Optimization exercise on an open flow, not production practice. RTL: at most simulated, not proved equivalent. Function not checked: runs 1 and 2. Power: default activity.

==> flow/design.v <==
`default_nettype none
module rar_lzc #(
  parameter int WIDTH = 62,
  parameter int CW    = 6
) (
  input  logic [WIDTH-1:0] x,
  output logic [CW-1:0]    count
);
  localparam int L = 1 << CW;    
  logic [L-1:0]      v  [CW+1];
  logic [CW-1:0]     c  [CW+1][L];
  logic [L-1:0]      xp;
  assign xp = {x, {(L-WIDTH){1'b1}}};
  always_comb begin
    for (int i = 0; i < L; i++) begin
      v[0][i] = xp[i];
      c[0][i] = '0;
    end
    for (int l = 1; l <= CW; l++) begin
      for (int i = 0; i < (L >> l); i++) begin
        v[l][i] = v[l-1][2*i+1] | v[l-1][2*i];
        if (v[l-1][2*i+1]) c[l][i] = c[l-1][2*i+1];
        else               c[l][i] = c[l-1][2*i] | CW'(1 << (l - 1));
      end
      for (int i = (L >> l); i < L; i++) begin
        v[l][i] = 1'b0;
        c[l][i] = '0;
      end
    end
    count = c[CW][0];
  end
endmodule
module rar_ctz #(
  parameter int WIDTH = 62,
  parameter int CW    = 6
) (
  input  logic [WIDTH-1:0] x,
  output logic [CW-1:0]    count
);
  logic [WIDTH-1:0] r;
  always_comb begin
    for (int i = 0; i < WIDTH; i++) r[i] = x[WIDTH-1-i];
  end
  rar_lzc #(.WIDTH(WIDTH), .CW(CW)) u_lzc (.x(r), .count(count));
endmodule
`default_nettype wire
`default_nettype none
module rational_arith_reduce_top #(
  parameter int OPERAND_BITS = 31
) (
  input  logic        clk,
  input  logic        rst,
  input  logic        req_valid,
  output logic        req_ready,
  input  logic [2:0]  req_kind,
  input  logic [30:0] req_num_a,
  input  logic [30:0] req_den_a,
  input  logic [30:0] req_num_b,
  input  logic [30:0] req_den_b,
  output logic        res_valid,
  input  logic        res_ready,
  output logic        res_divide_by_zero,
  output logic        res_negative,
  output logic [61:0] res_whole_part,
  output logic [61:0] res_frac_numerator,
  output logic [61:0] res_frac_denominator
);
  localparam int W  = OPERAND_BITS;    
  localparam int PW = 2 * W;           
  localparam int AW = PW + 1;          
  localparam int SHL    = 4;                
  localparam int SHMAX  = (1 << SHL) - 1;   
  localparam int M_IDLE = 0;    
  localparam int M_RUN  = 1;    
  localparam int M_DONE = 2;    
  localparam int MS     = 3;
  logic [MS-1:0]   mst;
  logic [1:0]      prod;        
  logic [AW-1:0]   macc;        
  logic [PW-1:0]   md;          
  logic [PW-1:0]   mx;          
  logic [W-1:0]    my;          
  logic            pneg;        
  logic            m_addsub;
  logic            m_dneg;      
  logic            m_nneg;      
  logic            b_zero, b_two, b_sub;
  logic            mul_done;    
  logic            take;        
  logic [W-1:0] px, py;
  logic         p_last;
  logic         p_negate;
  logic         k_addsub, k_sub, k_mul, k_div;
  logic [1:0]   lp;
  logic         cur_last;
  assign k_addsub = (req_kind == 3'd0) || (req_kind == 3'd1);
  assign k_sub    = (req_kind == 3'd1);
  assign k_mul    = (req_kind == 3'd2);
  assign k_div    = (req_kind == 3'd3);
  assign lp       = mst[M_RUN] ? prod + 2'd1 : 2'd0;
  assign cur_last = (prod == 2'd2) || (prod == 2'd1 && !m_addsub);
  always_comb begin
    px       = req_den_a;
    py       = req_den_b;
    p_last   = 1'b0;
    p_negate = 1'b0;
    case (lp)
      2'd0: begin  
        px       = req_den_a;
        py       = k_div ? req_num_b : ((k_addsub || k_mul) ? req_den_b : W'(1));
        p_negate = px[W-1] ^ py[W-1];
      end
      2'd1: begin  
        px       = req_num_a;
        py       = k_mul ? req_num_b : ((k_addsub || k_div) ? req_den_b : W'(1));
        p_last   = !k_addsub;
        p_negate = !k_addsub && (px[W-1] ^ py[W-1]);
      end
      default: begin  
        px       = req_num_b;
        py       = req_den_a;
        p_last   = 1'b1;
        p_negate = k_sub;
      end
    endcase
  end
  function automatic logic [2:0] mag_class(input logic [W-1:0] a);
    logic [31:0] m;
    m = 32'(a ^ {W{a[W-1]}});
    mag_class = 3'd0;
    for (int g = 1; g < 8; g++) begin
      if (m[4*g +: 4] != 4'd0) mag_class = 3'(g);
    end
  endfunction
  function automatic logic shorter_first(input logic [W-1:0] a, input logic [W-1:0] b);
    shorter_first = mag_class(b) > mag_class(a);
  endfunction
  logic swap_r;
  always_ff @(posedge clk) swap_r <= shorter_first(px, py);
  logic [W-1:0] mcand, mplier;
  assign mcand  = swap_r ? py : px;
  assign mplier = swap_r ? px : py;
  function automatic logic [2:0] booth(input logic [2:0] bits);
    case (bits)
      3'b000, 3'b111: booth = 3'b100;
      3'b001, 3'b010: booth = 3'b000;
      3'b011:         booth = 3'b010;
      3'b100:         booth = 3'b011;
      default:        booth = 3'b001;
    endcase
  endfunction
  logic [2:0] bd_load, bd_step;
  assign bd_load = booth({mplier[1:0], 1'b0});
  assign bd_step = booth(my[3:1]);
  logic do_load;
  assign do_load   = ((mst[M_IDLE] || (mst[M_DONE] && take)) && req_valid) ||
                     (mst[M_RUN] && mul_done && !cur_last);
  assign req_ready = mst[M_RUN] && mul_done && !cur_last && p_last;
  logic [AW-1:0] m_b, m_sum;
  assign m_b   = b_zero ? '0 : (b_two ? {mx, 1'b0} : {mx[PW-1], mx});
  assign m_sum = macc + (m_b ^ {AW{b_sub}}) + AW'(b_sub);
  always_ff @(posedge clk) begin
    if (rst) begin
      mst <= MS'(1) << M_IDLE;
    end else begin
      mst <= '0;
      if (do_load)                             mst[M_RUN]  <= 1'b1;
      else if (mst[M_RUN] && mul_done)         mst[M_DONE] <= 1'b1;
      else if (mst[M_RUN])                     mst[M_RUN]  <= 1'b1;
      else if (mst[M_DONE] && !take)           mst[M_DONE] <= 1'b1;
      else                                     mst[M_IDLE] <= 1'b1;
    end
  end
  always_ff @(posedge clk) begin
    if (do_load) begin
      prod     <= lp;
      mx       <= {{(PW-W){mcand[W-1]}}, mcand};
      my       <= mplier;
      pneg     <= p_negate;
      b_zero   <= bd_load[2];
      b_two    <= bd_load[1];
      b_sub    <= bd_load[0] ^ p_negate;
      mul_done <= (mplier == '0);
      if (lp == 2'd0) begin
        m_addsub <= k_addsub;
        m_dneg   <= p_negate;
      end
      if (lp == 2'd1) begin
        m_nneg <= p_negate;
        md     <= macc[PW-1:0];
      end
      if (lp != 2'd2) macc <= '0;
    end else if (mst[M_RUN] && !mul_done) begin
      macc     <= m_sum;
      mx       <= {mx[PW-3:0], 2'b00};
      my       <= {{2{my[W-1]}}, my[W-1:2]};
      b_zero   <= bd_step[2];
      b_two    <= bd_step[1];
      b_sub    <= bd_step[0] ^ pneg;
      mul_done <= (my[W-1:1] == '0) || (my[W-1:1] == '1);
    end
  end
  localparam int S_IDLE = 0;    
  localparam int S_CHK  = 1;    
  localparam int S_W0   = 2;    
  localparam int S_W1   = 3;    
  localparam int S_W2   = 4;    
  localparam int S_G1   = 5;    
  localparam int S_GL   = 6;    
  localparam int S_E1   = 7;    
  localparam int S_E2   = 8;    
  localparam int S_ES1  = 9;    
  localparam int S_ES2  = 10;   
  localparam int S_ES1C = 11;   
  localparam int S_ES2C = 12;   
  localparam int S_OUT  = 13;   
  localparam int NS     = 14;
  logic [NS-1:0]   st;
  logic [AW-1:0]   ra;          
  logic [PW-1:0]   rb;          
  logic [PW-1:0]   rw;          
  logic [PW-1:0]   ru;          
  logic [PW-1:0]   rv;          
  logic            is_addsub;
  logic            dneg;        
  logic            nneg;        
  logic [5:0]      cnt;         
  logic [5:0]      kk;          
  logic [5:0]      tt;          
  logic            wb;          
  logic            neg_r;
  logic            dbz_r;
  assign take = mst[M_DONE] && (st[S_IDLE] || (st[S_OUT] && res_ready));
  logic n_neg;
  assign n_neg = is_addsub & ra[AW-1];
  logic gl_ustrip, gl_vstrip, gl_step;
  assign gl_ustrip = !ra[0];
  assign gl_vstrip = ra[0] && !rv[0];
  assign gl_step   = ra[0] && rv[0];
  logic [AW-1:0] add_a, add_b, add_bx, sum;
  logic          add_sub;
  logic [PW-1:0] w2_a;         
  assign w2_a = {rw[PW-2:0], wb};
  always_comb begin
    add_a = ({AW{(st[S_W0] & !n_neg) | (st[S_GL] & !gl_vstrip) | st[S_ES1C]}} & ra)
          | ({AW{st[S_W2]}}                                            & {1'b0, w2_a})
          | ({AW{st[S_G1] | st[S_E1] | st[S_ES1] | st[S_W1] | st[S_ES2C]}} & {1'b0, rw})
          | ({AW{st[S_CHK] | st[S_E2] | st[S_ES2]}}                      & {1'b0, rb})
          | ({AW{st[S_GL] & gl_vstrip}}                                 & {1'b0, rv});
    add_b = ({AW{st[S_W0] & n_neg}}              & ra)
          | ({AW{st[S_W2]}}                      & {1'b0, rb})
          | ({AW{(st[S_GL] & gl_step) | (st[S_E1] & rw[0]) | (st[S_E2] & rb[0])}} & {1'b0, rv});
    add_sub = (st[S_W0] & n_neg) | st[S_W2] | st[S_GL] | st[S_E1] | st[S_E2];
  end
  assign add_bx = add_b ^ {AW{add_sub}};
  assign sum    = add_a + add_bx + AW'(add_sub);
  logic [PW-1:0] dx;
  logic [5:0]    ctz;
  logic          dx_zero;
  assign dx      = add_a[PW-1:0] ^ add_b[PW-1:0];
  assign dx_zero = (dx == '0);
  rar_ctz #(.WIDTH(PW), .CW(6)) u_ctz (.x(dx), .count(ctz));
  logic [SHL-1:0] ctz_c;
  logic [SHL:0]   ctz_s;
  logic           ctz_big;
  rar_ctz #(.WIDTH(SHMAX + 1), .CW(SHL + 1)) u_ctzs (.x(dx[SHMAX:0]), .count(ctz_s));
  assign ctz_big = ctz_s[SHL];
  assign ctz_c   = ctz_big ? SHL'(SHMAX) : ctz_s[SHL-1:0];
  logic           gl_neg;
  logic           sh_fill;
  logic [PW-1:0]  sh_in, sh_raw, sh_out;
  logic [SHL-1:0] sh_amt;
  logic [5:0]     w_len_r;      
  logic           w_zero_r;     
  logic [5:0]     w_first;      
  logic [5:0]     long_amt;
  logic           long_more;    
  assign gl_neg   = sum[AW-1];
  assign sh_in    = sum[PW-1:0];
  assign sh_fill  = st[S_GL] & gl_neg;
  assign w_first  = w_len_r + 6'd1;
  always_comb begin
    long_amt = tt;
    if (st[S_W0])              long_amt = w_first;
    if (st[S_ES1] | st[S_ES2]) long_amt = kk;
  end
  assign long_more = long_amt > 6'(SHMAX);
  always_comb begin
    sh_amt = ctz_c;
    if (st[S_W0] | st[S_W1] | st[S_ES1] | st[S_ES2] | st[S_ES1C] | st[S_ES2C])
      sh_amt = long_more ? SHL'(SHMAX) : long_amt[SHL-1:0];
  end
  assign sh_raw = PW'({{PW{sh_fill}}, sh_in} >> sh_amt);
  assign sh_out = sh_raw ^ {PW{sh_fill}};
  logic [PW-1:0] tdec;
  always_comb begin
    for (int i = 0; i < PW; i++) tdec[i] = (tt == 6'(i));
  end
  logic [5:0] lz_a, lz_b, lz_n, w_len;
  rar_lzc #(.WIDTH(PW), .CW(6)) u_lza (.x(ra[PW-1:0] ^ {PW{n_neg}}), .count(lz_n));
  rar_lzc #(.WIDTH(PW), .CW(6)) u_lzb (.x(rb), .count(lz_b));
  assign lz_a  = lz_n - 6'(n_neg);
  assign w_len = lz_b - lz_a;
  logic ra_zero, rb_zero, rw_zero, rv_one;
  assign ra_zero = (ra == '0);
  assign rb_zero = (rb == '0);
  assign rw_zero = (rw == '0);
  assign rv_one  = (rv == PW'(1));
  assign res_whole_part       = ru;
  assign res_frac_numerator   = ra[PW-1:0];
  assign res_frac_denominator = rw;
  assign res_negative         = neg_r;
  assign res_divide_by_zero   = dbz_r;
  logic [NS-1:0] nx;
  always_comb begin
    nx = '0;
    if (st[S_IDLE]) begin
      if (take) nx[S_CHK] = 1'b1; else nx[S_IDLE] = 1'b1;
    end
    if (st[S_CHK]) begin
      if (rb_zero || ra_zero) nx[S_OUT] = 1'b1; else nx[S_W0] = 1'b1;
    end
    if (st[S_W0]) begin
      if (w_zero_r)       nx[S_G1] = 1'b1;
      else if (long_more) nx[S_W1] = 1'b1;
      else                nx[S_W2] = 1'b1;
    end
    if (st[S_W1]) begin
      if (long_more) nx[S_W1] = 1'b1; else nx[S_W2] = 1'b1;
    end
    if (st[S_W2]) begin
      if (cnt == 6'd0) nx[S_G1] = 1'b1; else nx[S_W2] = 1'b1;
    end
    if (st[S_G1]) begin
      if (rw_zero) nx[S_OUT] = 1'b1; else nx[S_GL] = 1'b1;
    end
    if (st[S_GL]) begin
      if (!gl_step || !dx_zero) nx[S_GL] = 1'b1;
      else if (rv_one) nx[S_ES1] = 1'b1;
      else             nx[S_E1]  = 1'b1;
    end
    if (st[S_E1]) begin
      if (rw[0] && dx_zero) nx[S_E2] = 1'b1; else nx[S_E1] = 1'b1;
    end
    if (st[S_E2]) begin
      if (rb[0] && dx_zero) nx[S_OUT] = 1'b1; else nx[S_E2] = 1'b1;
    end
    if (st[S_ES1] | st[S_ES1C]) begin
      if (long_more) nx[S_ES1C] = 1'b1; else nx[S_ES2] = 1'b1;
    end
    if (st[S_ES2] | st[S_ES2C]) begin
      if (long_more) nx[S_ES2C] = 1'b1; else nx[S_OUT] = 1'b1;
    end
    if (st[S_OUT]) begin
      if (!res_ready) nx[S_OUT]  = 1'b1;
      else if (take)  nx[S_CHK]  = 1'b1;
      else            nx[S_IDLE] = 1'b1;
    end
  end
  always_ff @(posedge clk) begin
    if (rst) begin
      st        <= NS'(1) << S_IDLE;
      res_valid <= 1'b0;
    end else begin
      st <= nx;
      res_valid <= (st[S_OUT] && !res_ready) ||
                   (st[S_CHK] && (rb_zero || ra_zero)) ||
                   (st[S_G1] && rw_zero) ||
                   (st[S_E2] && rb[0] && dx_zero) ||
                   ((st[S_ES2] | st[S_ES2C]) && !long_more);
    end
  end
  always_ff @(posedge clk) begin
    if (take) begin
      ra        <= macc;
      rb        <= md;
      is_addsub <= m_addsub;
      dneg      <= m_dneg;
      nneg      <= m_nneg;
    end
    if (st[S_CHK]) begin
      rv       <= sh_out;
      kk       <= ctz;
      w_len_r  <= w_len;
      w_zero_r <= lz_a > lz_b;
      dbz_r    <= rb_zero;
      if (rb_zero || ra_zero) begin
        neg_r <= 1'b0;
        ru    <= '0;
        ra    <= '0;
        rw    <= rb_zero ? '0 : PW'(1);
      end else if (is_addsub) begin
        neg_r <= ra[AW-1] ^ dneg;
      end else begin
        neg_r <= nneg ^ dneg;
      end
    end
    if (st[S_W0]) begin
      ra  <= sum;
      cnt <= w_len_r;
      wb  <= sum[w_len_r];
      ru  <= '0;
      tt  <= w_first - 6'(SHMAX);
      if (w_zero_r) rw <= sum[PW-1:0];
      else          rw <= sh_out;
    end
    if (st[S_W1]) begin
      rw <= sh_out;
      tt <= tt - 6'(SHMAX);
    end
    if (st[S_W2]) begin
      rw  <= sum[AW-1] ? w2_a : sum[PW-1:0];
      ru  <= {ru[PW-2:0], !sum[AW-1]};
      cnt <= cnt - 6'd1;
      wb  <= ra[cnt - 6'd1];
    end
    if (st[S_G1]) begin
      if (rw_zero) begin
        ra <= '0;
        rw <= PW'(1);
      end else begin
        ra <= {1'b0, sh_out};
        if (ctz < kk) kk <= ctz;
      end
    end
    if (st[S_GL]) begin
      if (gl_ustrip) begin
        ra <= {1'b0, sh_out};
      end else if (gl_vstrip) begin
        rv <= sh_out;
      end else if (dx_zero) begin
        ra <= '0;
        tt <= 6'd0 - kk;
      end else if (gl_neg && ctz_big) begin
        ra <= {1'b0, rv};
        rv <= ra[PW-1:0];
      end else begin
        ra <= {1'b0, sh_out | PW'(gl_neg)};
        if (gl_neg) rv <= ra[PW-1:0];
      end
    end
    if (st[S_E1]) begin
      if (rw[0]) ra <= ra | {1'b0, tdec};
      if (rw[0] && dx_zero) begin
        rw <= '0;
        tt <= 6'd0 - kk;
      end else begin
        rw <= sh_out;
        tt <= tt + 6'(sh_amt);
      end
    end
    if (st[S_E2]) begin
      if (rb[0]) rw <= rw | tdec;
      if (!(rb[0] && dx_zero)) begin
        rb <= sh_out;
        tt <= tt + 6'(sh_amt);
      end
    end
    if (st[S_ES1] | st[S_ES1C]) ra <= {1'b0, sh_out};
    if (st[S_ES2] | st[S_ES2C]) rw <= sh_out;
    if (st[S_ES1] | st[S_ES1C] | st[S_ES2] | st[S_ES2C]) tt <= long_amt - 6'(SHMAX);
  end
endmodule
`default_nettype wire
==> flow/run.sh <==
#!/bin/bash
# synth_recipe.tcl (not shown) runs the flow's synth.tcl, then flattens the netlist and writes it again
# the make line also repeats each setting of config.mk as NAME=value (left out here)
make -C /OpenROAD-flow-scripts/flow DESIGN_CONFIG=/design/flow/config.mk WORK_HOME=/design/flow/orfs CLKGATE_MAP_FILE= SYNTH_SCRIPT=/design/flow/synth_recipe.tcl finish
==> flow/config.mk <==
export PLATFORM = sky130hd
export DESIGN_NAME = rational_arith_reduce_top
export DESIGN_NICKNAME = rational_arith_reduce_top
export VERILOG_FILES = /design/flow/design.v
export SDC_FILE = /design/flow/constraint.sdc
export NUM_CORES = 4
export LEC_CHECK = 0
export CAP_MARGIN = 20
export CORE_MARGIN = 2
export CORE_UTILIZATION = 30
export SETUP_SLACK_MARGIN = 3
export SLEW_MARGIN = 20
==> flow/constraint.sdc <==
create_clock -name core_clock -period 11.0 [get_ports {clk}]
set_input_delay 2.2000 -clock core_clock [delete_from_list [all_inputs] [get_ports {clk}]]
set_output_delay 2.2000 -clock core_clock [all_outputs]
set_load 0.01 [all_outputs]
==> results of run 1 <==
## logic make-up (layout without fill, tap and decap cells)
kind of cell / Yosys count / after routing / share of synthesized area
AND/OR/NAND/NOR: 2590 / 2591 / 0.223
buffers and inverters: 814 / 854 / 0.0617
adder cells (fa/ha/maj): 159 / 159 / 0.0363
other: 0 / 6 / 0
XOR/XNOR: 309 / 309 / 0.0490
flip-flops: 588 / 588 / 0.268
multiplexers: 311 / 311 / 0.0674
AO/OA/AOI/OAI: 2410 / 2410 / 0.295
## path summary, 6_finish.rpt
path,from,endpoint,slack [ps],cells after the start
setup / recovery,st[8],rv[38],2910,21
setup reg to reg,st[8],rv[38],2910,21
hold / removal,m_nneg,nneg,440,0
hold reg to reg,m_nneg,nneg,440,0
## power by group through the flow
stage          Sequential [mW]  Clock, mW  Combinational (mW)
6_report                  4.81       2.55                10.3
5_1_grt                   4.74       2.63                10.8
4_1_cts                   4.61       2.56                9.76
3_5_place_dp              4.65          0                9.69
3_3_place_gp              4.65          0                9.62
2_1_floorplan             3.87          0                6.21
## metrics by stage
step / hold WS, ps / setup slack [ps]
5_1_grt: 449 / 2940
3_5_place_dp: 415 / 2190
4_1_cts: 434 / 2980
6_report: 435 / 2910
2_1_floorplan: 400 / 3720
3_3_place_gp: 418 / 2310
## metal layers
layer  up-vias  wire length, um
li1      27000                -
met4        24            27000
met2      4870           135000
met1     30900           129000
met5         -              345
met3      1092            44600
## timing repair
item / 4_1_cts / 5_1_grt
buffers inserted: 2 / 10
hold buffers: 0 / 0
pin swaps: 2 / 5
endpoints found under the setup margin: 174 / 163
resized for setup: 16 / 36
gates cloned: 1 / 0
## state kept, by name (all words and copies together), names as in the netlist, 2 cells and up
signal and flops:
cnt 6, kk 6, macc 63, md 62, mst 3, mx 62, my 30, prod 2
ra 63, rb 62, ru 62, rv 62, rw 62, st 14, tt 6, w_len_r 6
## worst register-to-register path, stage by stage (launching register included)
cell and delay (ps):
dfxtp_1 400, or3_2 760, buf_12 330, a22o_1 290, a221oi_4 200, buf_4 200, a21oi_1 140, fa_1 560
a211oi_1 280, o21a_1 270, a211oi_1 180, or4_1 730, a31o_2 360, and4_1 240, o2111a_1 310, nor3_4 550
mux2_2 330, o21ai_0 90, mux2i_1 640, mux2i_2 570, nor2_1 170, a221o_1 350
## Yosys cell counts, types with 54 or more instances
cell type / instances
nand3_1: 198
xnor2_1: 167
a211oi_1: 54
nor3_1: 271
buf_2: 67
o22ai_1: 88
and3_1: 96
clkbuf_1: 462
nor4_1: 87
inv_1: 141
nand4_1: 99
nand2_1: 690
or3_1: 67
a21o_1: 163
ha_1: 152
nor2_1: 692
edfxtp_1: 308
and2_1: 153
a31oi_1: 84
dfxtp_1: 280
a222oi_1: 74
nor2b_1: 96
xor2_1: 140
a22oi_1: 93
a21oi_1: 590
o211ai_1: 103
a221oi_1: 66
o21ai_0: 464
a221o_1: 111
buf_4: 67
buf_1: 64
mux2i_1: 225
## layout make-up
| cell class | count | area, um2 | area share |
|---|---|---|---|
| Timing Repair Buffer | 573 | 5250 | 0.0820 |
| Tap cell | 2464 | 3080 | 0.0482 |
| Clock buffer | 96 | 1990 | 0.0311 |
| Inverter | 150 | 569 | 0.00890 |
| Sequential cell | 588 | 14900 | 0.232 |
| Antenna cell | 6 | 15.0 | 0.000235 |
| Multi-Input combinational cell | 5780 | 37800 | 0.591 |
| Clock inverter | 35 | 390 | 0.00611 |
## layout by cell type, fill, tap and decap left out, drive strengths merged, types with 226 or more instances in the layout
cell / netlist / final
nor2: 694 / 695
nand2: 692 / 692
a21oi: 592 / 592
o21ai: 494 / 494
clkdlybuf4s50: 0 / 320
edfxtp: 308 / 308
dfxtp: 280 / 280
nor3: 273 / 273
buf: 202 / 253
mux2i: 226 / 226
==> impl_metrics.json, run 1 <==
{
  "antenna_left": 0,
  "end_kind": "flop",
  "fin_crit_ps": 8090,
  "yosysTopAreaCellShare": 0.167,
  "fin_nets": 7453,
  "final_util": 0.349,
  "grt_pass1_wl_um": 461000,
  "outcome": "timing/DRC/antenna clean",
  "critPathMostFrequentCell": "a211oi_1",
  "htreeDepth": 3,
  "power_frac_seq": 0.273,
  "final_cell_area_um2": 63900,
  "fmaxAchievable_mhz": 124,
  "die_w_um": 434,
  "floorplan.rows": 157,
  "async_flop_share": 0,
  "crit_buf_inv": 2,
  "p_switching_mw": 9.35,
  "via_count": 64000,
  "grt_busiest_layer": "met2",
  "layout-drive-gt1-share": 0.0867,
  "synth_ff_type": "edfxtp_1",
  "tns_ps": 0,
  "crit_family": "simple AND/OR/NAND/NOR gates",
  "rsz0062_at_grt": "true",
  "worst-setup-path-type": "flop to flop",
  "die_h_um": 434,
  "dp_hpwl_um": 255000,
  "powerDensity_nw_per_um2": 276,
  "cts.sink_count": 588,
  "initial_core_util": 0.302,
  "tightestPinTransition_ps": 1360,
  "setup_viol": 0,
  "avgViaCountPerCell": 6.60,
  "grt_pass1_vias": 59100,
  "cts.path.max_buffers": 3,
  "max-slew-margin-rel": 0.0848,
  "fill_cells": 19300,
  "grt.met2_usage": 0.489,
  "place_area_um2": 61100,
  "firstDrtPassIters": 17,
  "fin_crit_sh": 0.736,
  "cts_buffers": 73,
  "synthCells": 7181,
  "io_buffers": 320,
  "coreArea_um2": 183000,
  "design.portCount": 321,
  "ys_top_cells_by_area": "edfxtp_1 (17%), dfxtp_1 (10%), a21oi_1 (5.3%)",
  "clk_pin_slew_worst_paths_ps": 60,
  "cts_tree": "built",
  "clock_latency_ps": 740,
  "final_cells": 9692,
  "synth_warnings": 9,
  "slowest_stage": "or3_2",
  "start_kind": "flop",
  "grt_max_degree": 138,
  "fin_skew_ps": 50.1,
  "hold_viol_final": 0,
  "route.detailed.drc": 0,
  "pwr-share-comb": 0.583,
  "gp_congestion": 1.10,
  "drt_iter0_drc": 11300,
  "worst_ir_drop_vdd_uv": 127,
  "maxCapViolations": 0,
  "total_power_mw": 17.6,
  "synth-seq-area-share": 0.268,
  "clockRootBuffer": "clkbuf_16",
  "clkPwrFrac": 0.145,
  "dp.cells": 9541,
  "synth_edf_count": 308,
  "slowest_delay_ps": 760,
  "avgSynthCellArea_um2": 7.73,
  "swShare": 0.530,
  "use_met3": 0.119,
  "area_growth_pct": 15.2,
  "wire_per_inst_um": 34.6,
  "hp-class": "flop to flop",
  "overflow": 0,
  "drt-total-wl_um": 336000,
  "synth.distinct_cells": 111,
  "ys_ff_latch": 588,
  "met1_usage": 0.432,
  "antenna_found_initial": 15,
  "cp.arrival_ps": 8680,
  "worst_ep_required_time_ps": 11590,
  "power_leakage_nw": 24.0,
  "cp_max_fo": 48,
  "synth.cell_area_um2": 55500,
  "syn_nets": 7468,
  "yosysTopAreaCell": "edfxtp_1",
  "slew_viol_final": 0,
  "dieArea_um2": 188000,
  "grt_usage": 0.341,
  "crit_path_cell_trace": "or3_2 -> buf_12 -> a22o_1 -> a221oi_4 -> buf_4 -> a21oi_1 -> fa_1 -> a211oi_1 -> o21a_1 -> a211oi_1 -> or4_1 -> a31o_2 -> and4_1 -> o2111a_1 -> nor3_4 -> mux2_2 -> o21ai_0 -> mux2i_1 -> mux2i_2 -> nor2_1 -> a221o_1",
  "internal_power_mw": 8.29
}
==> run 2: changes to the inputs <==
--- a/flow/design.v
+++ b/flow/design.v
@@ -232,33 +232,40 @@
   logic            dbz_r;
   assign take = mst[M_DONE] && (st[S_IDLE] || (st[S_OUT] && res_ready));
   logic n_neg;
-  assign n_neg = is_addsub & ra[AW-1];
-  logic gl_ustrip, gl_vstrip, gl_step;
+  logic w0_neg;      
+  assign n_neg  = is_addsub & ra[AW-1];
+  assign w0_neg = st[S_W0] ? sb_ra : n_neg;
+  logic gl_ustrip, gl_vstrip, gl_step, gl_plus;
   assign gl_ustrip = !ra[0];
   assign gl_vstrip = ra[0] && !rv[0];
   assign gl_step   = ra[0] && rv[0];
+  assign gl_plus   = gl_step && (ra[1] ^ rv[1]);    
+  logic sa_ra, sa_rw, sa_rb, sb_ra, s_sub;
   logic [AW-1:0] add_a, add_b, add_bx, sum;
   logic          add_sub;
   logic [PW-1:0] w2_a;         
   assign w2_a = {rw[PW-2:0], wb};
   always_comb begin
-    add_a = ({AW{(st[S_W0] & !n_neg) | (st[S_GL] & !gl_vstrip) | st[S_ES1C]}} & ra)
-          | ({AW{st[S_W2]}}                                            & {1'b0, w2_a})
-          | ({AW{st[S_G1] | st[S_E1] | st[S_ES1] | st[S_W1] | st[S_ES2C]}} & {1'b0, rw})
-          | ({AW{st[S_CHK] | st[S_E2] | st[S_ES2]}}                      & {1'b0, rb})
-          | ({AW{st[S_GL] & gl_vstrip}}                                 & {1'b0, rv});
-    add_b = ({AW{st[S_W0] & n_neg}}              & ra)
-          | ({AW{st[S_W2]}}                      & {1'b0, rb})
+    add_a = ({AW{sa_ra | (st[S_GL] & !gl_vstrip)}} & ra)
+          | ({AW{st[S_W2]}}                        & {1'b0, w2_a})
+          | ({AW{sa_rw}}                           & {1'b0, rw})
+          | ({AW{sa_rb}}                           & {1'b0, rb})
+          | ({AW{st[S_GL] & gl_vstrip}}            & {1'b0, rv});
+    add_b = ({AW{sb_ra}}                           & ra)
+          | ({AW{st[S_W2]}}                        & {1'b0, rb})
           | ({AW{(st[S_GL] & gl_step) | (st[S_E1] & rw[0]) | (st[S_E2] & rb[0])}} & {1'b0, rv});
-    add_sub = (st[S_W0] & n_neg) | st[S_W2] | st[S_GL] | st[S_E1] | st[S_E2];
+    add_sub = s_sub | (st[S_GL] & !gl_plus);
   end
   assign add_bx = add_b ^ {AW{add_sub}};
   assign sum    = add_a + add_bx + AW'(add_sub);
-  logic [PW-1:0] dx;
+  logic [PW-1:0] dx_raw, dx;
   logic [5:0]    ctz;
   logic          dx_zero;
-  assign dx      = add_a[PW-1:0] ^ add_b[PW-1:0];
-  assign dx_zero = (dx == '0);
+  logic          sel_plus;
+  assign sel_plus = st[S_GL] & gl_plus;
+  assign dx_raw   = add_a[PW-1:0] ^ add_b[PW-1:0];
+  assign dx_zero  = (dx_raw == '0);
+  assign dx       = sel_plus ? {~dx_raw[PW-1:1], 1'b0} : dx_raw;
   rar_ctz #(.WIDTH(PW), .CW(6)) u_ctz (.x(dx), .count(ctz));
   logic [SHL-1:0] ctz_c;
   logic [SHL:0]   ctz_s;
@@ -299,6 +306,10 @@
   logic [5:0] lz_a, lz_b, lz_n, w_len;
   rar_lzc #(.WIDTH(PW), .CW(6)) u_lza (.x(ra[PW-1:0] ^ {PW{n_neg}}), .count(lz_n));
   rar_lzc #(.WIDTH(PW), .CW(6)) u_lzb (.x(rb), .count(lz_b));
+  logic [5:0] lz_v;
+  logic       u_longer;
+  rar_lzc #(.WIDTH(PW), .CW(6)) u_lzv (.x(rv), .count(lz_v));
+  assign u_longer = lz_n <= lz_v;
   assign lz_a  = lz_n - 6'(n_neg);
   assign w_len = lz_b - lz_a;
   logic ra_zero, rb_zero, rw_zero, rv_one;
@@ -360,9 +371,19 @@
   always_ff @(posedge clk) begin
     if (rst) begin
       st        <= NS'(1) << S_IDLE;
+      sa_ra     <= 1'b0;
+      sa_rw     <= 1'b0;
+      sa_rb     <= 1'b0;
+      sb_ra     <= 1'b0;
+      s_sub     <= 1'b0;
       res_valid <= 1'b0;
     end else begin
       st <= nx;
+      sa_ra <= (nx[S_W0] & !w0_neg) | nx[S_ES1C];
+      sa_rw <= nx[S_G1] | nx[S_E1] | nx[S_ES1] | nx[S_W1] | nx[S_ES2C];
+      sa_rb <= nx[S_CHK] | nx[S_E2] | nx[S_ES2];
+      sb_ra <= nx[S_W0] & w0_neg;
+      s_sub <= (nx[S_W0] & w0_neg) | nx[S_W2] | nx[S_E1] | nx[S_E2];
       res_valid <= (st[S_OUT] && !res_ready) ||
                    (st[S_CHK] && (rb_zero || ra_zero)) ||
                    (st[S_G1] && rw_zero) ||
@@ -431,6 +452,9 @@
       end else if (dx_zero) begin
         ra <= '0;
         tt <= 6'd0 - kk;
+      end else if (gl_plus) begin
+        if (u_longer) ra <= {1'b0, sh_out};
+        else          rv <= sh_out;
       end else if (gl_neg && ctz_big) begin
         ra <= {1'b0, rv};
         rv <= ra[PW-1:0];
--- a/flow/config.mk
+++ b/flow/config.mk
@@ -8,5 +8,6 @@
 export CAP_MARGIN = 20
 export CORE_MARGIN = 2
 export CORE_UTILIZATION = 30
-export SETUP_SLACK_MARGIN = 3
+export PLACE_DENSITY = 0.45
+export SETUP_SLACK_MARGIN = 5
 export SLEW_MARGIN = 20
==> run 2 against run 1 <==
Still clean. Global-route usage grew 2.8 points. Routed wire length grew 11%. Clock-buffer cell count grew 7. Register-to-register slack gained 2000 ps. First-iteration DRC count shrank 16%. Via count grew 2.5%. Synthesized area grew 1.3%. Clock skew grew 5.7 ps. Non-clock buffer count grew 294. Highest routed layer unchanged.
==> impl_metrics.json, run 2 <==
{
  "largestRegisters": "macc: 63 flops, ra: 63 flops",
  "synth_warnings": 9,
  "grt_pass1_wl_um": 498000,
  "layout-drive-gt1-share": 0.179,
  "final_common_cell": "nand2_1",
  "dp_hpwl_um": 277000,
  "gp_congestion": 1.08,
  "avgSynthCellArea_um2": 7.61,
  "r2r_start": "rw[0]",
  "hp-class": "flop to flop",
  "cp_max_fo": 13,
  "drt_iter0_drc": 9503,
  "io_buffers": 320,
  "die_w_um": 437,
  "grt_usage": 0.369,
  "die_h_um": 437,
  "clockRootBuffer": "clkbuf_16",
  "ff2ff_setup_slack_ps": 4900,
  "max-slew-margin-rel": 0.151,
  "area_growth_pct": 28.0,
  "r2r-end": "ra[46]",
  "grt_max_degree": 123,
  "endpoint": "ra[46]",
  "rr_worst_depth": 24,
  "via_count": 65600,
  "clk_pin_slew_worst_paths_ps": 60,
  "ys_ff_latch": 593,
  "coreArea_um2": 186000,
  "initial_core_util": 0.302,
  "synth.cell_area_um2": 56200,
  "fill_cells": 19300,
  "cts_tree": "built",
  "design.portCount": 321,
  "end_kind": "flop",
  "firstDrtPassIters": 9,
  "tightestPinTransition_ps": 1270,
  "clock_latency_ps": 760,
  "fin_skew_ps": 55.7,
  "cts.path.max_buffers": 3,
  "total_power_mw": 19.5,
  "postCtsHoldBufs": 0,
  "rsz0062_at_grt": "true",
  "synth.most_common_cell": "nand2_1",
  "floorplan.rows": 158,
  "power_leakage_nw": 27.6,
  "worst_ir_drop_vdd_uv": 154,
  "worst_ep_required_time_ps": 11530,
  "worst-setup-path-type": "flop to flop",
  "route.detailed.drc": 0,
  "ys_top_cells_by_area": "edfxtp_1 (16%), dfxtp_1 (10%), a21oi_1 (6.0%)",
  "fin_crit_sh": 0.554,
  "antenna_left": 0,
  "htreeDepth": 3,
  "layout_common_cells": "nand2_1 (768), nor2_1 (720), a21oi_1 (647)",
  "synth.distinct_cells": 114,
  "synth_edf_count": 308,
  "async_flop_share": 0,
  "tns_ps": 0,
  "outcome": "timing/DRC/antenna clean",
  "fin_crit_ps": 6100,
  "powerDensity_nw_per_um2": 271,
  "synth_ff_type": "edfxtp_1",
  "slew_viol_final": 0,
  "cts_buffers": 82,
  "maxCapViolations": 0,
  "dieArea_um2": 191000,
  "yosysTopAreaCellShare": 0.165,
  "start_kind": "flop",
  "setup_viol": 0,
  "cts.sink_count": 593,
  "fin_nets": 7992,
  "grt_pass1_vias": 59900,
  "synth-seq-area-share": 0.266,
  "hold_viol_final": 0,
  "wire_per_inst_um": 36.4,
  "fmaxAchievable_mhz": 164,
  "avgViaCountPerCell": 6.39,
  "setup.worst_path.start": "rw[0]",
  "drt-total-wl_um": 373000,
  "synthCells": 7388,
  "syn_nets": 7682,
  "synth_common_cells": "nand2_1 (806), nor2_1 (759), a21oi_1 (677), o21ai_0 (540), clkbuf_1 (445)",
  "yosysTopAreaCell": "edfxtp_1",
  "overflow": 0,
  "cp.arrival_ps": 6630,
  "antenna_found_initial": 14
}
-- run 2: cell types whose count changed in the layout (fill, tap and decap cells not counted), moves of 43 or more --
cell,delta
o211ai_1,-64
and2_1,-60
nor2b_1,-50
a221o_1,-97
nand3_1,-90
a22oi_1,+69
nand2_1,+86
nor2_1,+43
inv_1,+101
a21oi_1,+61
buf_4,+205
-- run 2: layout make-up --
| cell class | instances | area, um2 | share of cell area |
|---|---|---|---|
| repair inverters | 1 | 11.3 | 0.000157 |
| multi-input cells | 5890 | 41600 | 0.578 |
| clock inverters | 50 | 438 | 0.00609 |
| flip-flops and latches | 593 | 15000 | 0.209 |
| repair buffers | 867 | 8470 | 0.118 |
| well taps | 2480 | 3100 | 0.0431 |
| diodes | 12 | 30.0 | 0.000417 |
| inverters | 263 | 1030 | 0.0144 |
| clock buffers | 103 | 2220 | 0.0309 |
-- run 2: worst min-delay path by stage --
stage | cells after the start | startpoint | endpoint | slack [ps]
final | 0 | m_nneg | nneg | 420
after global routing | 0 | m_nneg | nneg | 430
after CTS | 0 | m_nneg | nneg | 420
after detailed placement | 0 | m_nneg | nneg | 410
after global placement | 0 | m_nneg | nneg | 400
after floorplan | 0 | m_dneg | dneg | 400
-- run 2: timing repair --
action | CTS | global route
gates resized for setup | 546 | 293
pin swaps | 79 | 99
setup buffers | 114 | 119
gates cloned | 13 | 12
setup endpoints to repair | 299 | 254
-- run 2: layer usage --
layer | part of all wire | GRT usage | vias up | wire, um
met5 | 0.00073 | 0 | - | 272
met4 | 0.068 | 0.199 | 12 | 25400
met3 | 0.12 | 0.130 | 959 | 46200
met2 | 0.41 | 0.537 | 4324 | 154000
met1 | 0.40 | 0.473 | 32400 | 148000
li1 | - | - | 27900 | -
-- run 2: per-stage QoR --
step | hold slack (ps) | utilization | cells | worst slack (ps) | area (um2)
after CTS | 422 | 0.372 | 10100 | 4990 | 69200
final | 422 | 0.387 | 10300 | 4900 | 71900
after global placement | 403 | 0.335 | 9832 | 1850 | 62300
after detailed placement | 408 | 0.336 | 9836 | 1920 | 62400
after floorplan | 400 | - | 7388 | 5170 | 56200
after global routing | 430 | 0.387 | 10200 | 4890 | 71900
-- run 2: cell families after synthesis --
logic type	Yosys count	synth area share
compound gates	2412	0.279
xor+xnor	419	0.0673
fa+ha+maj	164	0.0370
buf+inv	914	0.0692
flops	593	0.266
mux	378	0.0777
simple gates	2508	0.203
-- run 2: critical path, stage by stage (launching register included) --
cell and delay, ps:
dfxtp_4 560, a22o_4 310, nor2_4 90, buf_12 160, o21ai_1 610, xnor2_1 220, ha_4 320, a21o_1 190
a21o_1 200, a221oi_1 350, o21a_1 160, o21bai_1 80, and2_1 270, o211a_1 310, nor3_1 220, buf_4 190
nand3_1 100, and2_2 240, mux2_2 310, nor2_1 130, a21oi_1 90, a21oi_2 230, xnor2_1 150, buf_4 230
o32ai_2 140
-- run 2: power breakdown --
group          switching, mW  internal, mW  leakage [nW]  total (mW)
logic                   7.18          4.36          21.0        11.5
registers               1.90          3.27          5.34        5.17
clock network           1.24          1.52          1.29        2.76
total                   10.3          9.15          27.6        19.5
==> run 3: changes to the inputs <==
--- a/flow/design.v
+++ b/flow/design.v
@@ -153,9 +153,10 @@
   assign bd_load = booth({mplier[1:0], 1'b0});
   assign bd_step = booth(my[3:1]);
   logic do_load;
-  assign do_load   = ((mst[M_IDLE] || (mst[M_DONE] && take)) && req_valid) ||
-                     (mst[M_RUN] && mul_done && !cur_last);
-  assign req_ready = mst[M_RUN] && mul_done && !cur_last && p_last;
+  logic last_load;
+  assign do_load   = mst[M_IDLE] || (mst[M_RUN] && mul_done && !cur_last);
+  assign last_load = (prod == 2'd1) || !m_addsub;    
+  assign req_ready = mst[M_RUN] && mul_done && !cur_last && last_load;
   logic [AW-1:0] m_b, m_sum;
   assign m_b   = b_zero ? '0 : (b_two ? {mx, 1'b0} : {mx[PW-1], mx});
   assign m_sum = macc + (m_b ^ {AW{b_sub}}) + AW'(b_sub);
@@ -164,7 +165,8 @@
       mst <= MS'(1) << M_IDLE;
     end else begin
       mst <= '0;
-      if (do_load)                             mst[M_RUN]  <= 1'b1;
+      if (mst[M_IDLE])                         mst[req_valid ? M_RUN : M_IDLE] <= 1'b1;
+      else if (do_load)                        mst[M_RUN]  <= 1'b1;
       else if (mst[M_RUN] && mul_done)         mst[M_DONE] <= 1'b1;
       else if (mst[M_RUN])                     mst[M_RUN]  <= 1'b1;
       else if (mst[M_DONE] && !take)           mst[M_DONE] <= 1'b1;
@@ -235,26 +237,34 @@
   logic w0_neg;      
   assign n_neg  = is_addsub & ra[AW-1];
   assign w0_neg = st[S_W0] ? sb_ra : n_neg;
-  logic gl_ustrip, gl_vstrip, gl_step, gl_plus;
+  logic gl_ustrip, gl_vswap, gl_step, gl_plus;
   assign gl_ustrip = !ra[0];
-  assign gl_vstrip = ra[0] && !rv[0];
+  assign gl_vswap  = ra[0] && !rv[0];
   assign gl_step   = ra[0] && rv[0];
   assign gl_plus   = gl_step && (ra[1] ^ rv[1]);    
-  logic sa_ra, sa_rw, sa_rb, sb_ra, s_sub;
+  always_comb begin
+    if (gl_ustrip)     gl_keep_odd = !ctz_big && rv[0];
+    else if (gl_vswap) gl_keep_odd = 1'b0;
+    else if (gl_plus)  gl_keep_odd = !ctz_big;
+    else               gl_keep_odd = gl_neg || !ctz_big;
+  end
+  logic sa_ra, sa_w2, sa_rw, sa_rb, sb_ra, sb_rb, sb_rv, s_sub;
+  logic sb_gl;          
+  logic s_long;         
+  logic gl_keep_odd;    
   logic [AW-1:0] add_a, add_b, add_bx, sum;
   logic          add_sub;
   logic [PW-1:0] w2_a;         
   assign w2_a = {rw[PW-2:0], wb};
   always_comb begin
-    add_a = ({AW{sa_ra | (st[S_GL] & !gl_vstrip)}} & ra)
-          | ({AW{st[S_W2]}}                        & {1'b0, w2_a})
+    add_a = ({AW{sa_ra}}                           & ra)
+          | ({AW{sa_w2}}                           & {1'b0, w2_a})
           | ({AW{sa_rw}}                           & {1'b0, rw})
-          | ({AW{sa_rb}}                           & {1'b0, rb})
-          | ({AW{st[S_GL] & gl_vstrip}}            & {1'b0, rv});
+          | ({AW{sa_rb}}                           & {1'b0, rb});
     add_b = ({AW{sb_ra}}                           & ra)
-          | ({AW{st[S_W2]}}                        & {1'b0, rb})
-          | ({AW{(st[S_GL] & gl_step) | (st[S_E1] & rw[0]) | (st[S_E2] & rb[0])}} & {1'b0, rv});
-    add_sub = s_sub | (st[S_GL] & !gl_plus);
+          | ({AW{sb_rb}}                           & {1'b0, rb})
+          | ({AW{sb_rv}}                           & {1'b0, rv});
+    add_sub = s_sub ^ (sb_gl & (ra[1] ^ rv[1]));
   end
   assign add_bx = add_b ^ {AW{add_sub}};
   assign sum    = add_a + add_bx + AW'(add_sub);
@@ -262,7 +272,7 @@
   logic [5:0]    ctz;
   logic          dx_zero;
   logic          sel_plus;
-  assign sel_plus = st[S_GL] & gl_plus;
+  assign sel_plus = sb_gl & (ra[1] ^ rv[1]);
   assign dx_raw   = add_a[PW-1:0] ^ add_b[PW-1:0];
   assign dx_zero  = (dx_raw == '0);
   assign dx       = sel_plus ? {~dx_raw[PW-1:1], 1'b0} : dx_raw;
@@ -284,7 +294,7 @@
   logic           long_more;    
   assign gl_neg   = sum[AW-1];
   assign sh_in    = sum[PW-1:0];
-  assign sh_fill  = st[S_GL] & gl_neg;
+  assign sh_fill  = sb_gl & gl_neg;
   assign w_first  = w_len_r + 6'd1;
   always_comb begin
     long_amt = tt;
@@ -294,7 +304,7 @@
   assign long_more = long_amt > 6'(SHMAX);
   always_comb begin
     sh_amt = ctz_c;
-    if (st[S_W0] | st[S_W1] | st[S_ES1] | st[S_ES2] | st[S_ES1C] | st[S_ES2C])
+    if (s_long)
       sh_amt = long_more ? SHL'(SHMAX) : long_amt[SHL-1:0];
   end
   assign sh_raw = PW'({{PW{sh_fill}}, sh_in} >> sh_amt);
@@ -375,15 +385,27 @@
       sa_rw     <= 1'b0;
       sa_rb     <= 1'b0;
       sb_ra     <= 1'b0;
+      sb_rv     <= 1'b0;
+      sb_gl     <= 1'b0;
+      sa_w2     <= 1'b0;
+      sb_rb     <= 1'b0;
+      s_long    <= 1'b0;
       s_sub     <= 1'b0;
       res_valid <= 1'b0;
     end else begin
       st <= nx;
-      sa_ra <= (nx[S_W0] & !w0_neg) | nx[S_ES1C];
+      sa_ra <= (nx[S_W0] & !w0_neg) | nx[S_ES1C] | nx[S_GL];
+      sb_gl <= nx[S_GL] & (st[S_G1] ? (!ctz_big & rv[0]) : (st[S_GL] & gl_keep_odd));
+      sb_rv <= (nx[S_GL] & (st[S_G1] ? (!ctz_big & rv[0]) : (st[S_GL] & gl_keep_odd)))
+             | (nx[S_E1] & (st[S_GL] ? rw[0] : (st[S_E1] & !ctz_big)))
+             | (nx[S_E2] & (st[S_E1] ? rb[0] : (st[S_E2] & !ctz_big)));
+      sa_w2  <= nx[S_W2];
+      sb_rb  <= nx[S_W2];
+      s_long <= nx[S_W0] | nx[S_W1] | nx[S_ES1] | nx[S_ES2] | nx[S_ES1C] | nx[S_ES2C];
       sa_rw <= nx[S_G1] | nx[S_E1] | nx[S_ES1] | nx[S_W1] | nx[S_ES2C];
       sa_rb <= nx[S_CHK] | nx[S_E2] | nx[S_ES2];
       sb_ra <= nx[S_W0] & w0_neg;
-      s_sub <= (nx[S_W0] & w0_neg) | nx[S_W2] | nx[S_E1] | nx[S_E2];
+      s_sub <= (nx[S_W0] & w0_neg) | nx[S_W2] | nx[S_E1] | nx[S_E2] | nx[S_GL];
       res_valid <= (st[S_OUT] && !res_ready) ||
                    (st[S_CHK] && (rb_zero || ra_zero)) ||
                    (st[S_G1] && rw_zero) ||
@@ -447,8 +469,9 @@
     if (st[S_GL]) begin
       if (gl_ustrip) begin
         ra <= {1'b0, sh_out};
-      end else if (gl_vstrip) begin
-        rv <= sh_out;
+      end else if (gl_vswap) begin
+        ra <= {1'b0, rv};
+        rv <= ra[PW-1:0];
       end else if (dx_zero) begin
         ra <= '0;
         tt <= 6'd0 - kk;
==> run 3 against run 2 <==
Die area rose by 3.9%. Worst setup slack got worse by 120 ps. Clock-buffer cell count fell by 5. Synthesized cell count rose by 4.4%. Fmax fell by 1.9%. Clock power rose by 3%. Utilization fell by 1.3 points. Clock skew rose by 2.7 ps. Via count rose by 5.1%. Worst hold slack got worse by 4.6 ps. Routed wire length fell by 0.44%. Critical path type unchanged. Largest cell class unchanged.
==> impl_metrics.json, run 3 <==
{
  "outcome": "timing/DRC/antenna clean",
  "drt-total-wl_um": 372000,
  "cts_tree": "built",
  "gp_congestion": 1.06,
  "ff2ff_setup_slack_ps": 4780,
  "final_common_cell": "nor2_1",
  "slew_viol_final": 0,
  "largestRegisters": "macc: 63 flops, ra: 63 flops",
  "fin_skew_ps": 58.4,
  "synth-seq-area-share": 0.257,
  "cts.sink_count": 596,
  "floorplan.rows": 161,
  "ys_top_cells_by_area": "edfxtp_1 (16%), dfxtp_1 (9.9%), a21oi_1 (5.8%)",
  "powerDensity_nw_per_um2": 236,
  "tns_ps": 0,
  "end_kind": "flop",
  "r2r-end": "rw[36]",
  "die_w_um": 445,
  "crit_family": "simple AND/OR/NAND/NOR gates",
  "hold-worst-slack_ps": 417,
  "antenna_found_initial": 12,
  "hold_viol_final": 0,
  "drt_iter0_drc": 10900,
  "synth_common_cells": "nor2_1 (902), nand2_1 (716), a21oi_1 (678), o21ai_0 (542), clkbuf_1 (493)",
  "design.portCount": 321,
  "via_count": 68900,
  "synth_ff_type": "edfxtp_1",
  "final_util": 0.375,
  "yosysTopAreaCell": "edfxtp_1",
  "place_area_um2": 64300,
  "async_flop_share": 0,
  "antenna_left": 0,
  "io_buffers": 320,
  "tightestPinTransition_ps": 1230,
  "syn_nets": 8007,
  "start_kind": "flop",
  "grt_usage": 0.355,
  "area_growth_pct": 23.8,
  "synth_edf_count": 308,
  "hp-class": "flop to flop",
  "fin_crit_ps": 6220,
  "crit_path_cell_trace": "nor4_1 -> nand4_1 -> or4_1 -> clkinv_1 -> buf_4 -> nand2_1 -> nand2b_1 -> nor2_1 -> buf_4 -> nor2_2 -> o21ai_0 -> nand2_1 -> nand2_1 -> a32o_1",
  "max-slew-margin-rel": 0.169,
  "setup.worst_path.start": "rw[4]",
  "endpoint": "rw[36]",
  "clk_pin_slew_worst_paths_ps": 60,
  "crit_buf_inv": 3,
  "die_h_um": 445,
  "synth.cell_area_um2": 58400,
  "worst-setup-path-type": "flop to flop",
  "yosysTopAreaCellShare": 0.158,
  "synth.distinct_cells": 111,
  "synth_warnings": 9,
  "dp_hpwl_um": 277000,
  "synth.most_common_cell": "nor2_1",
  "layout-drive-gt1-share": 0.161,
  "final_cell_area_um2": 72300,
  "cp_max_fo": 17,
  "avgSynthCellArea_um2": 7.57,
  "fin_nets": 8237,
  "synthCells": 7714,
  "coreArea_um2": 193000,
  "layout_common_cells": "nor2_1 (860), nand2_1 (697), a21oi_1 (642)",
  "htreeDepth": 3,
  "fin_crit_sh": 0.565,
  "maxCapViolations": 0,
  "rr_worst_depth": 14,
  "route.detailed.drc": 0,
  "cp.arrival_ps": 6840,
  "worst_ir_drop_vdd_uv": 119,
  "wire_per_inst_um": 35.3,
  "power_leakage_nw": 26.8,
  "dieArea_um2": 198000,
  "cts.path.max_buffers": 3,
  "fmaxAchievable_mhz": 161,
  "slowest_stage": "nor4_1",
  "grt_pass1_wl_um": 504000,
  "postCtsHoldBufs": 0,
  "grt_max_degree": 134,
  "slowest_delay_ps": 1090,
  "ys_ff_latch": 596,
  "avgViaCountPerCell": 6.53,
  "rsz0062_at_grt": "true",
  "clockRootBuffer": "clkbuf_16",
  "crit_cells": 14,
  "setup_viol": 0,
  "overflow": 0,
  "cts_buffers": 82,
  "firstDrtPassIters": 13,
  "critPathMostFrequentCell": "nand2_1",
  "r2r_start": "rw[4]",
  "worst_ep_required_time_ps": 11620,
  "grt_pass1_vias": 62900,
  "initial_core_util": 0.303,
  "clock_latency_ps": 750
}
-- run 3: cell types whose count changed after synthesis, moves of 42 or more --
cell	previous run	this run
a211oi_1	63	111
a21o_1	130	172
and2_1	96	153
clkbuf_1	445	493
inv_1	253	125
nand2_1	806	716
nand3_1	112	176
nor2_1	759	902
xnor2_1	245	144
-- run 3: per-layer routing --
layer,GRT usage,routed length [um]
met3,0.107,45800
met2,0.513,152000
met5,0,53
met1,0.458,145000
met4,0.222,28700
-- run 3: repair_timing --
item                                   CTS  global route
setup endpoints to repair              335           236
resized for setup                      344           316
buffers inserted                       138            93
pin swaps                               87            88
endpoints found under the hold margin    0             0
cloned                                   9             4
-- run 3: kinds of logic after synthesis --
kind of cell | after synthesis | synth area share
AND/OR/NAND/NOR | 2727 | 0.216
AO/OA/AOI/OAI | 2667 | 0.302
buffers and inverters | 830 | 0.0602
flip-flops | 596 | 0.257
multiplexers | 380 | 0.0748
XOR/XNOR | 352 | 0.0547
adder cells (fa/ha/maj) | 162 | 0.0352
-- run 3: worst min-delay path by stage --
stage | slack (ps) | cells after the start | from | endpoint
2_1_floorplan | 400 | 0 | m_dneg | dneg
3_3_place_gp | 400 | 0 | m_nneg | nneg
3_5_place_dp | 410 | 0 | m_nneg | nneg
4_1_cts | 420 | 0 | m_nneg | nneg
5_1_grt | 440 | 0 | m_dneg | dneg
6_report | 420 | 0 | m_nneg | nneg
-- run 3: worst reg2reg max path: stages (launching register included) --
cell      delay (ps)
dfxtp_1          540
nor4_1          1090
nand4_1          150
or4_1            900
clkinv_1         120
buf_4            230
nand2_1          390
nand2b_1         770
nor2_1            80
buf_4            280
nor2_2           740
o21ai_0          380
nand2_1          130
nand2_1           70
a32o_1           230
-- run 3: layout make-up --
cell class                 instances  area [um2]
antenna                            8        20.0
multi-input combinational       6293       43000
sequential                       596       15100
fill                           20000      121000
tap                             2526        3160
timing repair buffer             834        7810
clock buffer                      98        2200
inverter                         136         537
timing repair inverter             1        5.00
clock inverter                    51         526
-- run 3: through the flow --
| step | setup WS, ps | total power, mW | cells |
|---|---|---|---|
| 2_1_floorplan | 5000 | 9.65 | 7714 |
| 3_3_place_gp | 2740 | 13.3 | 10100 |
| 3_5_place_dp | 2690 | 13.3 | 10100 |
| 4_1_cts | 4870 | 16.5 | 10400 |
| 5_1_grt | 4790 | 17.8 | 10500 |
| 6_report | 4780 | 17.0 | 10500 |
-- run 3: power by group --
part | switching, mW | internal (mW) | leakage, nW | total [mW]
combinational | 5.64 | 3.62 | 20.0 | 9.26
sequential | 1.75 | 3.19 | 5.50 | 4.94
clock | 1.20 | 1.64 | 1.33 | 2.84
Testbench counts of run 3, summed over its fixed seeds: cycles 13,600, items 384.
==> run 4: changes to the inputs <==
--- a/flow/design.v
+++ b/flow/design.v
@@ -295,7 +295,7 @@
   assign gl_neg   = sum[AW-1];
   assign sh_in    = sum[PW-1:0];
   assign sh_fill  = sb_gl & gl_neg;
-  assign w_first  = w_len_r + 6'd1;
+  assign w_first  = w_len_r;
   always_comb begin
     long_amt = tt;
     if (st[S_W0])              long_amt = w_first;
@@ -441,15 +441,16 @@
     if (st[S_W0]) begin
       ra  <= sum;
       cnt <= w_len_r;
-      wb  <= sum[w_len_r];
       ru  <= '0;
       tt  <= w_first - 6'(SHMAX);
-      if (w_zero_r) rw <= sum[PW-1:0];
-      else          rw <= sh_out;
+      if (w_zero_r)       rw <= sum[PW-1:0];
+      else if (long_more) rw <= sh_out;
+      else                {rw, wb} <= {1'b0, sh_out};
     end
     if (st[S_W1]) begin
-      rw <= sh_out;
       tt <= tt - 6'(SHMAX);
+      if (long_more) rw <= sh_out;
+      else           {rw, wb} <= {1'b0, sh_out};
     end
     if (st[S_W2]) begin
       rw  <= sum[AW-1] ? w2_a : sum[PW-1:0];
==> run 4 against run 3 <==
Still clean. Cell area up 0.24%. Register-to-register slack improved by 150 ps. Sequential share of layout area hardly changed. Combinational power shrank 13%. Utilization increased by 0.091 points. Routed wire length shrank 5.1%. Die area about the same. Sequential cell count unchanged. Worst hold slack gained 0.86 ps. Sequential power decreased by 5.9%. Critical path depth up 5. Critical endpoint is now ra[61].
==> impl_metrics.json, run 4 <==
{
  "swShare": 0.485,
  "hold_viol_final": 0,
  "pwr-share-comb": 0.520,
  "coreArea_um2": 193000,
  "dp.cells": 10200,
  "layout_common_cells": "nor2_1 (835), nand2_1 (709), a21oi_1 (628)",
  "rr_worst_depth": 19,
  "dieArea_um2": 198000,
  "fin_nets": 8274,
  "synth.distinct_cells": 121,
  "worst-setup-path-type": "flop to flop",
  "cts.path.max_buffers": 3,
  "hp-class": "flop to flop",
  "outcome": "timing/DRC/antenna clean",
  "fin_crit_ps": 6070,
  "ys_ff_latch": 596,
  "ff2ff_setup_slack_ps": 4930,
  "multi_input_area_um2": 43100,
  "synth_warnings": 9,
  "cts.sink_count": 596,
  "slew_viol_final": 0,
  "synth_ff_type": "edfxtp_1",
  "largestRegisters": "macc: 63 flops, ra: 63 flops",
  "maxCapViolations": 0,
  "synth.cell_area_um2": 58400,
  "io_buffers": 320,
  "end_kind": "flop",
  "final_util": 0.376,
  "setup.worst_path.start": "sa_rb",
  "power_leakage_nw": 26.8,
  "grt_pass1_wl_um": 482000,
  "r2r-end": "ra[61]",
  "postCtsHoldBufs": 0,
  "floorplan.rows": 161,
  "gp_congestion": 1.09,
  "fill_cells": 20100,
  "overflow": 0,
  "via_count": 67600,
  "cts_buffers": 82,
  "seq_area_um2": 15100,
  "synthCells": 7730,
  "cp.arrival_ps": 6630,
  "worst_ep_required_time_ps": 11560,
  "die_h_um": 445,
  "hold-worst-slack_ps": 418,
  "clkPwrFrac": 0.181,
  "firstDrtPassIters": 13,
  "grt_pass1_vias": 62100,
  "area_growth_pct": 24.1,
  "drt-total-wl_um": 353000,
  "async_flop_share": 0,
  "max-slew-margin-rel": 0.126,
  "internal_power_mw": 8.00,
  "wire_per_inst_um": 33.3,
  "fin_crit_sh": 0.552,
  "fmaxAchievable_mhz": 165,
  "fin_skew_ps": 54.2,
  "start_kind": "flop",
  "tns_ps": 0,
  "clockRootBuffer": "clkbuf_16",
  "design.portCount": 321,
  "power_frac_seq": 0.299,
  "cts_tree": "built",
  "grt_usage": 0.336,
  "yosysTopAreaCell": "edfxtp_1",
  "worst_ir_drop_vdd_uv": 137,
  "route.detailed.drc": 0,
  "ys_top_cells_by_area": "edfxtp_1 (16%), dfxtp_1 (9.9%), a21oi_1 (5.7%)",
  "avgSynthCellArea_um2": 7.55,
  "final_cells": 10600,
  "synth-seq-area-share": 0.257,
  "initial_core_util": 0.303,
  "dp_hpwl_um": 264000,
  "synth_edf_count": 307,
  "avgViaCountPerCell": 6.39,
  "final_common_cell": "nor2_1",
  "yosysTopAreaCellShare": 0.158,
  "drt_iter0_drc": 10300,
  "antenna_left": 0,
  "grt_max_degree": 80,
  "synth.most_common_cell": "nor2_1",
  "htreeDepth": 3,
  "die_w_um": 445,
  "antenna_found_initial": 10,
  "synth_common_cells": "nor2_1 (868), nand2_1 (725), a21oi_1 (666), o21ai_0 (620), clkbuf_1 (476)",
  "clock_latency_ps": 750,
  "powerDensity_nw_per_um2": 214,
  "clk_pin_slew_worst_paths_ps": 60,
  "layout-drive-gt1-share": 0.158,
  "setup_viol": 0,
  "r2r_start": "sa_rb",
  "rsz0062_at_grt": "true",
  "endpoint": "ra[61]",
  "cp_max_fo": 18,
  "tightestPinTransition_ps": 1310,
  "syn_nets": 8021,
  "p_switching_mw": 7.53
}
==> run 4: timing repair <==
action / CTS / global route
setup buffers: 134 / 113
pin swaps: 82 / 98
gates resized for setup: 329 / 300
endpoints found under the setup margin: 340 / 256
cloned: 3 / 8
endpoints found under the hold margin: 0 / 0
==> run 4: power groups by stage <==
| stage | clock network [mW] | logic [mW] | registers (mW) |
|---|---|---|---|
| 3_5_place_dp | 0 | 7.54 | 4.61 |
| 6_report | 2.82 | 8.07 | 4.65 |
| 5_1_grt | 2.92 | 8.69 | 4.68 |
| 3_3_place_gp | 0 | 7.53 | 4.60 |
| 4_1_cts | 2.86 | 7.73 | 4.55 |
| 2_1_floorplan | 0 | 5.23 | 3.81 |
==> run 4: how the worst min path moves through the flow <==
stage	slack [ps]	startpoint	end	cells after the start
2_1_floorplan	400	m_dneg	dneg	0
3_3_place_gp	410	m_nneg	nneg	0
3_5_place_dp	410	m_dneg	dneg	0
4_1_cts	420	m_dneg	dneg	0
5_1_grt	430	m_nneg	nneg	0
6_report	420	m_dneg	dneg	0
==> run 4: logic make-up after synthesis <==
group | Yosys count | synth area share
compound gates | 2769 | 0.314
xor+xnor | 367 | 0.0579
fa+ha+maj | 160 | 0.0348
buf+inv | 813 | 0.0591
flops | 596 | 0.257
mux | 359 | 0.0663
simple gates | 2666 | 0.211
==> run 4: per-layer routing <==
metal / GRT usage / wire length (um) / vias up
met2: 0.496 / 147000 / 4449
met4: 0.185 / 23800 / 8
met3: 0.105 / 43200 / 947
met5: 0 / 57 / -
met1: 0.432 / 139000 / 32700
li1: - / - / 29500
==> run 4: through the flow <==
step	power, mW	worst slack, ps	instance area [um2]
after floorplan	9.04	5090	58400
after global placement	12.1	2500	64100
after detailed placement	12.2	2590	64100
after CTS	15.1	4880	69800
after global routing	16.3	4880	72500
final	15.5	4930	72500
==> run 4: critical path, cell delays in order, from the launching register on <==
cell and delay, ps:
dfxtp_4 430, buf_4 250, a22oi_1 450, nand2_1 310
ha_2 560, inv_1 110, nor3b_1 290, a211o_1 360
o2111a_1 400, o211a_1 370, o31ai_1 120, a211oi_1 400
or2_4 270, xnor2_1 210, or3_4 310, nand2_1 80
a21oi_1 370, nor2_1 90, a21oi_1 250, o21ai_1 200
==> run 4: layout make-up <==
type                    instances  area share
repair buffers                843       0.108
clock inverters                34     0.00549
inverters                     134     0.00725
well taps                    2526      0.0436
diodes                          6    0.000207
clock buffers                 118      0.0321
flip-flops and latches        596       0.208
repair inverters                1   0.0000691
multi-input cells            6325       0.595
Testbench counts of run 4, summed over its fixed seeds: cycles 13,591, items 384.
==> run 5: changes to the inputs <==
--- a/flow/config.mk
+++ b/flow/config.mk
@@ -7,7 +7,6 @@
 export LEC_CHECK = 0
 export CAP_MARGIN = 20
 export CORE_MARGIN = 2
-export CORE_UTILIZATION = 30
-export PLACE_DENSITY = 0.45
+export CORE_UTILIZATION = 40
 export SETUP_SLACK_MARGIN = 5
 export SLEW_MARGIN = 20
==> run 5 against run 4 <==
Total power is 1.5% lower. Still clean on timing, DRC and antenna. Highest routed layer unchanged. Clock power is 1% lower. Sequential cell count stayed put. Critical endpoint is now rw[52]. Largest cell class unchanged.
==> impl_metrics.json, run 5 <==
{
  "cts.path.max_buffers": 3,
  "fill_cells": 14200,
  "maxCapViolations": 0,
  "grt_pass1_vias": 62000,
  "final_cell_area_um2": 71200,
  "hold-worst-slack_ps": 417,
  "ys_ff_latch": 596,
  "layout_common_cells": "nor2_1 (838), nand2_1 (711), a21oi_1 (630)",
  "max-slew-margin-rel": 0.0830,
  "yosysTopAreaCellShare": 0.158,
  "power_leakage_nw": 26.6,
  "synth.distinct_cells": 121,
  "setup_ws_ps": 4870,
  "htreeDepth": 3,
  "dp.cells": 9526,
  "rr_worst_depth": 22,
  "ff2ff_setup_slack_ps": 4870,
  "avgViaCountPerCell": 6.93,
  "synth.cell_area_um2": 58400,
  "fin_crit_sh": 0.557,
  "worst-setup-path-type": "flop to flop",
  "layout-drive-gt1-share": 0.150,
  "powerDensity_nw_per_um2": 215,
  "postCtsHoldBufs": 0,
  "total_power_mw": 15.3,
  "cp_max_fo": 25,
  "ys_top_cells_by_area": "edfxtp_1 (16%), dfxtp_1 (9.9%), a21oi_1 (5.7%)",
  "synth_ff_type": "edfxtp_1",
  "rsz0062_at_grt": "true",
  "synth.most_common_cell": "nor2_1",
  "clock_latency_ps": 730,
  "synth_edf_count": 307,
  "worstHoldEndpoint": "nneg",
  "hp-class": "flop to flop",
  "grt_pass1_wl_um": 460000,
  "fin_nets": 8232,
  "crit_path_cell_trace": "buf_8 -> a222oi_1 -> buf_4 -> xnor2_1 -> ha_1 -> a21oi_1 -> o21ai_1 -> a21oi_2 -> o21ai_2 -> a311o_1 -> or3_4 -> o211ai_1 -> nand3_2 -> xor2_4 -> buf_4 -> mux2_2 -> xnor2_4 -> nor2_4 -> a22oi_4 -> mux2i_1 -> o211ai_1 -> o221ai_1",
  "r2r-end": "rw[52]",
  "io_buffers": 320,
  "start_kind": "flop",
  "avgSynthCellArea_um2": 7.55,
  "wl_met1_um": 127000,
  "die_h_um": 386,
  "holdCritStartpoint": "m_nneg",
  "coreArea_um2": 145000,
  "drt-total-wl_um": 334000,
  "cts_buffers": 78,
  "dieArea_um2": 149000,
  "hold_viol_final": 0,
  "antenna_found_initial": 18,
  "initial_core_util": 0.402,
  "grt_usage": 0.426,
  "slowest_delay_ps": 740,
  "slowest_stage": "a222oi_1",
  "yosysTopAreaCell": "edfxtp_1",
  "worst_ep_required_time_ps": 11560,
  "async_flop_share": 0,
  "firstDrtPassIters": 13,
  "worst_ir_drop_vdd_uv": 184,
  "dr_wl_met2_um": 133000,
  "cp.arrival_ps": 6680,
  "drt_iter0_drc": 12100,
  "highest_layer": "met5",
  "wire_per_inst_um": 33.6,
  "grt_max_degree": 94,
  "clk_pin_slew_worst_paths_ps": 60,
  "cts.sink_count": 596,
  "outcome": "timing/DRC/antenna clean",
  "area_growth_pct": 22.0,
  "synth_warnings": 9,
  "antenna_left": 0,
  "final_cells": 9937,
  "dp_hpwl_um": 248000,
  "die_w_um": 386,
  "fin_crit_ps": 6130,
  "synthCells": 7730,
  "setup.worst_path.start": "st[4]",
  "synth_common_cells": "nor2_1 (868), nand2_1 (725), a21oi_1 (666), o21ai_0 (620), clkbuf_1 (476)",
  "pre_cts_ws_ps": 2320,
  "synth-seq-area-share": 0.257,
  "end_kind": "flop",
  "via_count": 68900,
  "design.portCount": 321,
  "fin_skew_ps": 35.4,
  "fmaxAchievable_mhz": 163,
  "overflow": 0,
  "route.detailed.drc": 0,
  "final_util": 0.490,
  "clockRootBuffer": "clkbuf_16",
  "cts_tree": "built",
  "slew_viol_final": 0,
  "largestRegisters": "macc: 63 flops, ra: 63 flops",
  "gp_congestion": 1.08,
  "dr_wl_met3_um": 51000,
  "floorplan.rows": 140,
  "setup_viol": 0,
  "r2r_start": "st[4]",
  "final_common_cell": "nor2_1",
  "tightestPinTransition_ps": 1360,
  "place_area_um2": 63100,
  "whs_path_depth": 0,
  "tns_ps": 0
}
## run 5: cell counts after synthesis
Identical to the previous run, type by type.
## run 5: what timing repair did
item,CTS,global route
gates cloned,5,2
pin swaps,87,90
gates resized for setup,335,252
buffers inserted,157,86
setup endpoints to repair,278,239
## run 5: logic make-up (layout without fill, tap and decap cells)
logic type,after synthesis,in the layout,share of synthesized area
buf+inv,813,1087,0.0591
flops,596,596,0.257
compound gates,2769,2770,0.314
other cells,0,14,0
xor+xnor,367,367,0.0579
fa+ha+maj,160,160,0.0348
mux,359,359,0.0663
simple gates,2666,2667,0.211
## run 5: how the worst max path moves through the flow
stage	slack (ps)	to
floorplan	5090	ra[32]
global placement	2350	ra[49]
detailed placement	2320	ra[49]
CTS	4900	rw[45]
global route	4890	rw[52]
finish	4870	rw[52]
## run 5: power by group
| part | total (mW) | internal (mW) | switching (mW) | leakage, nW |
|---|---|---|---|---|
| logic | 7.88 | 3.20 | 4.69 | 19.8 |
| registers | 4.64 | 3.17 | 1.47 | 5.51 |
| clock network | 2.78 | 1.60 | 1.19 | 1.29 |
| total | 15.3 | 7.97 | 7.34 | 26.6 |
## run 5: critical path: cells and delay by family (launching register included)
kind            cells  cell delay [ps]
flops               1              440
simple gates        3              660
mux                 2              480
xor+xnor            3              550
fa+ha+maj           1              340
compound gates     10             2780
buf+inv             3              660
## run 5: area by class of cell
class / instances / area (um2) / area share
Inverter: 134 / 527 / 0.00740
Tap cell: 1917 / 2400 / 0.0337
Timing Repair Buffer: 807 / 7540 / 0.106
Antenna cell: 14 / 35.0 / 0.000492
Multi-Input combinational cell: 6323 / 43000 / 0.604
Sequential cell: 596 / 15100 / 0.212
Clock buffer: 105 / 2160 / 0.0303
Timing Repair inverter: 1 / 7.51 / 0.000105
Clock inverter: 40 / 502 / 0.00705
## run 5: routing by layer
layer | GRT usage | vias to the layer above
li1 | - | 29400
met1 | 0.547 | 33000
met2 | 0.596 | 5288
met3 | 0.181 | 1138
met4 | 0.233 | 28
met5 | 0.0114 | -
